This design comes from an exercise in tuning for small area on the open sky130 flow, not from production work.
Function was checked by simulation only, so behaviour that the tests miss may differ from the original.
No activity file was given, so power comes from the tool's default toggle rates.

Setup of rev 12:
==> flow/design.v <==
package artp_pkg;
  localparam int SLOTS_DEF = 8;
endpackage
module ack_retry_pending_table (
  input  logic        clk,
  input  logic        rst_n,
  input  logic        in_valid,
  output logic        in_ready,
  input  logic [1:0]  in_req_type,
  input  logic [31:0] in_now_ms,
  input  logic [7:0]  in_dest_addr,
  input  logic [7:0]  in_packet_kind,
  input  logic [7:0]  in_ack_seq,
  input  logic [7:0]  in_ack_source,
  output logic        out_valid,
  input  logic        out_ready,
  output logic [2:0]  out_event,
  output logic [2:0]  out_slot,
  output logic [7:0]  out_seq,
  output logic [7:0]  out_peer_addr,
  output logic [7:0]  out_kind,
  output logic [3:0]  out_retry_count,
  output logic        out_ack_needed,
  output logic [31:0] out_lost_total,
  output logic        out_last,
  input  logic        cfg_we,
  input  logic [2:0]  cfg_idx,
  input  logic [15:0] cfg_wdata
);
  localparam logic [2:0] ST_IDLE = 3'd0, ST_MP = 3'd1, ST_T1 = 3'd2, ST_RS = 3'd3,
                        ST_ACC = 3'd4, ST_EMIT = 3'd5;
  logic        cfg_gw;
  logic [7:0]  cfg_own, cfg_bcast, cfg_dkind;
  logic [15:0] cfg_tmo;
  logic [3:0]  cfg_limit;
  always_ff @(posedge clk) begin
    if (!rst_n) begin
      cfg_gw    <= 1'b0;
      cfg_own   <= 8'd0;
      cfg_bcast <= 8'd255;
      cfg_dkind <= 8'd0;
      cfg_tmo   <= 16'd2000;
      cfg_limit <= 4'd3;
    end else if (cfg_we) begin
      case (cfg_idx)
        3'd0: cfg_gw    <= cfg_wdata[0];
        3'd1: cfg_own   <= cfg_wdata[7:0];
        3'd2: cfg_bcast <= cfg_wdata[7:0];
        3'd3: cfg_dkind <= cfg_wdata[7:0];
        3'd4: cfg_tmo   <= cfg_wdata;
        3'd5: cfg_limit <= cfg_wdata[3:0];
        default: ;
      endcase
    end
  end
  logic [2:0]   st;
  logic [6:0]   cyc;
  logic [7:0]   seq_r;
  logic [31:0]  loss_r;
  logic         found;       
  logic         blk;         
  logic         b_q, gt_q;   
  logic         to_hold;     
  logic [7:0]   v_q, m_q;
  logic [63:0]  dest_q, kind_q, seq_q;
  logic [31:0]  retr_q;
  logic [255:0] stamp_q;
  logic         ov, o_last, o_an;
  logic [2:0]   o_ev, o_slot;
  logic [7:0]   o_seq, o_peer, o_kind;
  logic [3:0]   o_retr;
  wire [2:0] head_slot = cyc[2:0];
  wire [3:0] dig    = cyc[3:0];
  wire [1:0] now_d  = in_now_ms[2*dig +: 2];
  wire [1:0] tmo_d  = cyc[3] ? 2'd0 : cfg_tmo[2*cyc[2:0] +: 2];
  wire [1:0] st_d   = stamp_q[1:0];
  wire       b_in   = (dig != 4'd0) && b_q;
  wire       gt_in  = (dig != 4'd0) && gt_q;
  wire [2:0] age_d  = {1'b0, now_d} - {1'b0, st_d} - {2'd0, b_in};
  wire       gt_out = (age_d[1:0] > tmo_d) || ((age_d[1:0] == tmo_d) && gt_in);
  always_ff @(posedge clk) begin
    b_q  <= age_d[2];
    gt_q <= gt_out;
    if (dig == 4'd15) to_hold <= gt_out;
  end
  wire        e_v    = v_q[0];
  wire        e_m    = m_q[0];
  wire [7:0]  e_dest = dest_q[7:0];
  wire [7:0]  e_kind = kind_q[7:0];
  wire [7:0]  e_seq  = seq_q[7:0];
  wire [3:0]  e_retr = retr_q[3:0];
  wire gwk    = cfg_gw && (e_kind == cfg_dkind);
  wire is_bc  = (e_dest == cfg_bcast);
  wire for_us = (in_dest_addr == cfg_own) || (in_dest_addr == cfg_bcast);
  wire r_lt   = (e_retr < cfg_limit);
  wire apply  = (cyc[6:4] == head_slot + 3'd1) && !cyc[3] &&
                (((st == ST_T1) && (cyc[6:4] != 3'd0)) ||
                 ((st == ST_RS) && (cyc[6:4] == 3'd0) && (in_req_type == 2'd2)));
  wire mp     = (st == ST_MP);
  wire wr_new = mp && (in_req_type == 2'd0) && !e_v && !found;
  wire a_hit  = mp && (in_req_type == 2'd1) && e_v && for_us && (e_seq == in_ack_seq);
  wire tk     = apply && e_v;
  wire t_send = tk && gwk;
  wire t_bc   = tk && !gwk && is_bc;
  wire t_to   = tk && !gwk && !is_bc && to_hold;
  wire t_retx = t_to && r_lt;
  wire t_fail = t_to && !r_lt;
  wire q_tick = o_ev[2];
  wire q_ack  = !o_ev[2] && o_ev[1];
  wire q_add  = !o_ev[2] && !o_ev[1];
  wire out_free = !ov || out_ready;
  wire any_m    = |m_q;
  wire others   = |m_q[7:1];
  wire acc_fire = (st == ST_ACC) && in_valid && !ov;
  wire emit_ld  = (st == ST_EMIT) && e_m && !blk && out_free;
  wire fail_ld  = emit_ld && q_tick && !e_v && !gwk;
  assign in_ready = (st == ST_ACC) && !ov;
  wire        v_new    = wr_new || (e_v && !(a_hit || t_send || t_bc || t_fail));
  wire        m_new    = (mp || apply) ? (wr_new || a_hit || t_send || t_to) : (e_m && !emit_ld);
  wire [3:0]  retr_new = wr_new ? 4'd0 : (t_retx ? e_retr + 4'd1 : e_retr);
  wire [7:0]  dest_new = wr_new ? in_dest_addr   : e_dest;
  wire [7:0]  kind_new = wr_new ? in_packet_kind : e_kind;
  wire [7:0]  seq_new  = wr_new ? seq_r          : e_seq;
  wire [7:0]  vm       = v_q & m_q;
  wire [2:0]  rs_pos   = cyc[6:4] - head_slot;
  wire        restamp  = (st == ST_RS) && vm[rs_pos];
  wire [1:0]  stmp_new = restamp ? now_d : st_d;
  always_ff @(posedge clk) begin
    v_q     <= rst_n ? {v_new, v_q[7:1]} : 8'd0;
    m_q     <= {m_new, m_q[7:1]};
    dest_q  <= {dest_new, dest_q[63:8]};
    kind_q  <= {kind_new, kind_q[63:8]};
    seq_q   <= {seq_new, seq_q[63:8]};
    retr_q  <= {retr_new, retr_q[31:4]};
    stamp_q <= {stmp_new, stamp_q[255:2]};
  end
  always_ff @(posedge clk) begin
    if (!rst_n) begin
      st     <= ST_IDLE;
      cyc    <= 7'd0;
      seq_r  <= 8'd0;
      loss_r <= 32'd0;
      ov     <= 1'b0;
    end else begin
      cyc <= cyc + 7'd1;
      if (wr_new)  seq_r  <= seq_r + 8'd1;
      if (fail_ld) loss_r <= loss_r + 32'd1;
      case (st)
        ST_IDLE: if (in_valid) begin
          case (in_req_type)
            2'd0:    if (cyc == 7'd119)     st <= ST_MP;
            2'd2:    if (cyc == 7'd127)     st <= ST_T1;
            default: if (head_slot == 3'd7) st <= ST_MP;   
          endcase
        end
        ST_MP:   if (head_slot == 3'd7) st <= (in_req_type == 2'd0) ? ST_RS : ST_ACC;
        ST_T1:   if (cyc == 7'd127) st <= ST_RS;
        ST_RS:   if (cyc == 7'd127) st <= ST_ACC;
        ST_ACC:  if (acc_fire) st <= any_m ? ST_EMIT : ST_IDLE;
        default: if (emit_ld && !others) st <= ST_IDLE;
      endcase
      if (acc_fire)       ov <= !any_m;
      else if (emit_ld)   ov <= 1'b1;
      else if (out_ready) ov <= 1'b0;
    end
  end
  always_ff @(posedge clk) begin
    found <= (st == ST_IDLE) ? 1'b0 : (found || wr_new);
    if (head_slot == 3'd7)     blk <= 1'b0;
    else if (acc_fire)         blk <= 1'b1;
    else if (e_m && !out_free) blk <= 1'b1;
  end
  always_ff @(posedge clk) begin
    if (acc_fire) begin
      o_ev   <= (in_req_type == 2'd0) ? 3'd1 : (in_req_type == 2'd1) ? 3'd3 : 3'd7;
      o_slot <= 3'd0;
      o_seq  <= (in_req_type == 2'd1) ? in_ack_seq : 8'd0;
      o_peer <= (in_req_type == 2'd1) ? in_ack_source :
                (in_req_type == 2'd0) ? in_dest_addr : 8'd0;
      o_kind <= 8'd0;
      o_retr <= 4'd0;
      o_an   <= 1'b0;
      o_last <= 1'b1;
    end else if (emit_ld) begin
      o_ev   <= q_add ? 3'd0 : q_ack ? 3'd2 :
                e_v ? 3'd5 : (gwk ? 3'd4 : 3'd6);
      o_slot <= head_slot;
      o_seq  <= e_seq;
      if (q_tick) o_peer <= e_dest;
      o_kind <= e_kind;
      o_retr <= e_retr;
      o_an   <= q_add && !cfg_gw && !is_bc;
      o_last <= !others;
    end
  end
  assign out_valid       = ov;
  assign out_event       = o_ev;
  assign out_slot        = o_slot;
  assign out_seq         = o_seq;
  assign out_peer_addr   = o_peer;
  assign out_kind        = o_kind;
  assign out_retry_count = o_retr;
  assign out_ack_needed  = o_an;
  assign out_lost_total  = loss_r;
  assign out_last        = o_last;
endmodule
==> flow/config.mk <==
export PLATFORM = sky130hd
export DESIGN_NAME = ack_retry_pending_table
export DESIGN_NICKNAME = ack_retry_pending_table
export VERILOG_FILES = /design/flow/design.v
export SDC_FILE = /design/flow/constraint.sdc
export NUM_CORES = 4
export LEC_CHECK = 0
export CAP_MARGIN = 20
export CORE_MARGIN = 2
export CORE_UTILIZATION = 60
export CTS_BUF_LIST = sky130_fd_sc_hd__clkbuf_8
export CTS_CLUSTER_DIAMETER = 60
export CTS_CLUSTER_SIZE = 16
export SLEW_MARGIN = 20
==> flow/constraint.sdc <==
create_clock -name core_clock -period 10.0 [get_ports {clk}]
set_input_delay 2.0000 -clock core_clock [delete_from_list [all_inputs] [get_ports {clk}]]
set_output_delay 2.0000 -clock core_clock [all_outputs]
set_load 0.01 [all_outputs]
standard.sh (not shown) runs the stock make flow with config.mk's settings and CLKGATE_MAP_FILE= SYNTH_SCRIPT=/design/flow/synth_recipe.tcl, a recipe that flattens the netlist after the stock synthesis.
==> flow/flow/run.sh <==
#!/bin/bash
# Own flow: the standard layout, with the port buffers made of the
# smallest buffer cell instead of the one buffer_ports picks by itself.
set -euo pipefail
export BUFFER_PORTS_ARGS="-buffer_cell sky130_fd_sc_hd__buf_1"
bash standard.sh > standard_flow.log 2>&1
### rev 12 -> rev 13
--- a/flow/design.v
+++ b/flow/design.v
@@ -63,11 +63,11 @@
   logic         to_hold;     
   logic [7:0]   v_q, m_q;
   logic [63:0]  dest_q, kind_q, seq_q;
   logic [31:0]  retr_q;
   logic [255:0] stamp_q;
-  logic         ov, o_last, o_an;
+  logic         ov, o_an;
   logic [2:0]   o_ev, o_slot;
   logic [7:0]   o_seq, o_peer, o_kind;
   logic [3:0]   o_retr;
   wire [2:0] head_slot = cyc[2:0];
   wire [3:0] dig    = cyc[3:0];
@@ -132,23 +132,29 @@
     kind_q  <= {kind_new, kind_q[63:8]};
     seq_q   <= {seq_new, seq_q[63:8]};
     retr_q  <= {retr_new, retr_q[31:4]};
     stamp_q <= {stmp_new, stamp_q[255:2]};
   end
+  logic [8:0]  seq_t;
+  logic [32:0] loss_t;
+  assign seq_t[0]  = wr_new;
+  assign loss_t[0] = fail_ld;
+  for (genvar i = 0; i < 8; i++)  assign seq_t[i+1]  = seq_t[i] & seq_r[i];
+  for (genvar i = 0; i < 32; i++) assign loss_t[i+1] = loss_t[i] & loss_r[i];
   always_ff @(posedge clk) begin
     if (!rst_n) begin
       st     <= ST_IDLE;
       cyc    <= 7'd0;
       seq_r  <= 8'd0;
       loss_r <= 32'd0;
       ov     <= 1'b0;
     end else begin
       cyc <= cyc + 7'd1;
-      if (wr_new)  seq_r  <= seq_r + 8'd1;
-      if (fail_ld) loss_r <= loss_r + 32'd1;
+      seq_r  <= seq_r ^ seq_t[7:0];
+      loss_r <= loss_r ^ loss_t[31:0];
       case (st)
-        ST_IDLE: if (in_valid) begin
+        ST_IDLE: if (in_valid && !ov) begin
           case (in_req_type)
             2'd0:    if (cyc == 7'd119)     st <= ST_MP;
             2'd2:    if (cyc == 7'd127)     st <= ST_T1;
             default: if (head_slot == 3'd7) st <= ST_MP;   
           endcase
@@ -178,21 +184,19 @@
       o_peer <= (in_req_type == 2'd1) ? in_ack_source :
                 (in_req_type == 2'd0) ? in_dest_addr : 8'd0;
       o_kind <= 8'd0;
       o_retr <= 4'd0;
       o_an   <= 1'b0;
-      o_last <= 1'b1;
     end else if (emit_ld) begin
       o_ev   <= q_add ? 3'd0 : q_ack ? 3'd2 :
                 e_v ? 3'd5 : (gwk ? 3'd4 : 3'd6);
       o_slot <= head_slot;
       o_seq  <= e_seq;
       if (q_tick) o_peer <= e_dest;
       o_kind <= e_kind;
       o_retr <= e_retr;
       o_an   <= q_add && !cfg_gw && !is_bc;
-      o_last <= !others;
     end
   end
   assign out_valid       = ov;
   assign out_event       = o_ev;
   assign out_slot        = o_slot;
@@ -200,7 +204,7 @@
   assign out_peer_addr   = o_peer;
   assign out_kind        = o_kind;
   assign out_retry_count = o_retr;
   assign out_ack_needed  = o_an;
   assign out_lost_total  = loss_r;
-  assign out_last        = o_last;
+  assign out_last        = !any_m;
 endmodule
--- outcome ---
- Rev 13 vs rev 12 on maximum frequency from static timing analysis: rev 13 is the lower one.
- When the final numbers for rev 13 and rev 12 were put side by side, the standard cell area after detailed placement turned out to be smaller in rev 13.
- Changes observed in rev 13 relative to rev 12: flip-flop and latch count held; power share of the clock group went up 2.6 points.
- | clock latency reported for the late side of the worst-skew pair | rev 13 vs rev 12 | ≈ equal |
- Going from rev 12 to rev 13, number of multi-input combinational cells shrank by more than 10%.
- Re routed wire length: rev 13 is about 6% down on rev 12.
- Compared to rev 12, rev 13 shows a narrower setup margin.
- Rev 12 → rev 13: final critical-path share of the clock period moved up, sequential-to-total area share from yosys stat +1.3 points, distinct cell type count of the synthesized netlist moved down.

separate check: timing with driven ports:
Ports are ideal in the flow. The routed layouts listed here were re-timed in OpenROAD. Step 1 (the two cells are an assumption about what drives the block):
set clk [get_ports {clk}]
set_driving_cell -lib_cell sky130_fd_sc_hd__clkbuf_16 $clk
set_driving_cell -lib_cell sky130_fd_sc_hd__buf_2 [delete_from_list [all_inputs] $clk]
Step 2 times the ports against the registers' clock, not the clock port: input delays grow and output delays shrink by t, the midpoint of the rising clock arrivals with the driver on. a / b / c = ideal ports / drivers / drivers and shift; a / b = the first two.
run | t (ns) | setup WS [ns] | worst register clock-pin slew, ns | cell pins on the clock port's net
rev 12 | 0.624 | 5.849 / 5.803 / 5.321 | 0.10 / 0.10 | 1
rev 13 | 0.615 | 1.724 / 1.748 / 1.133 | 0.10 / 0.10 | 1
After both steps every run listed still meets setup and hold. For rev 13, which loses most, drivers alone change the setup slack by +0.024 ns; drivers and shift together by -0.591 ns.
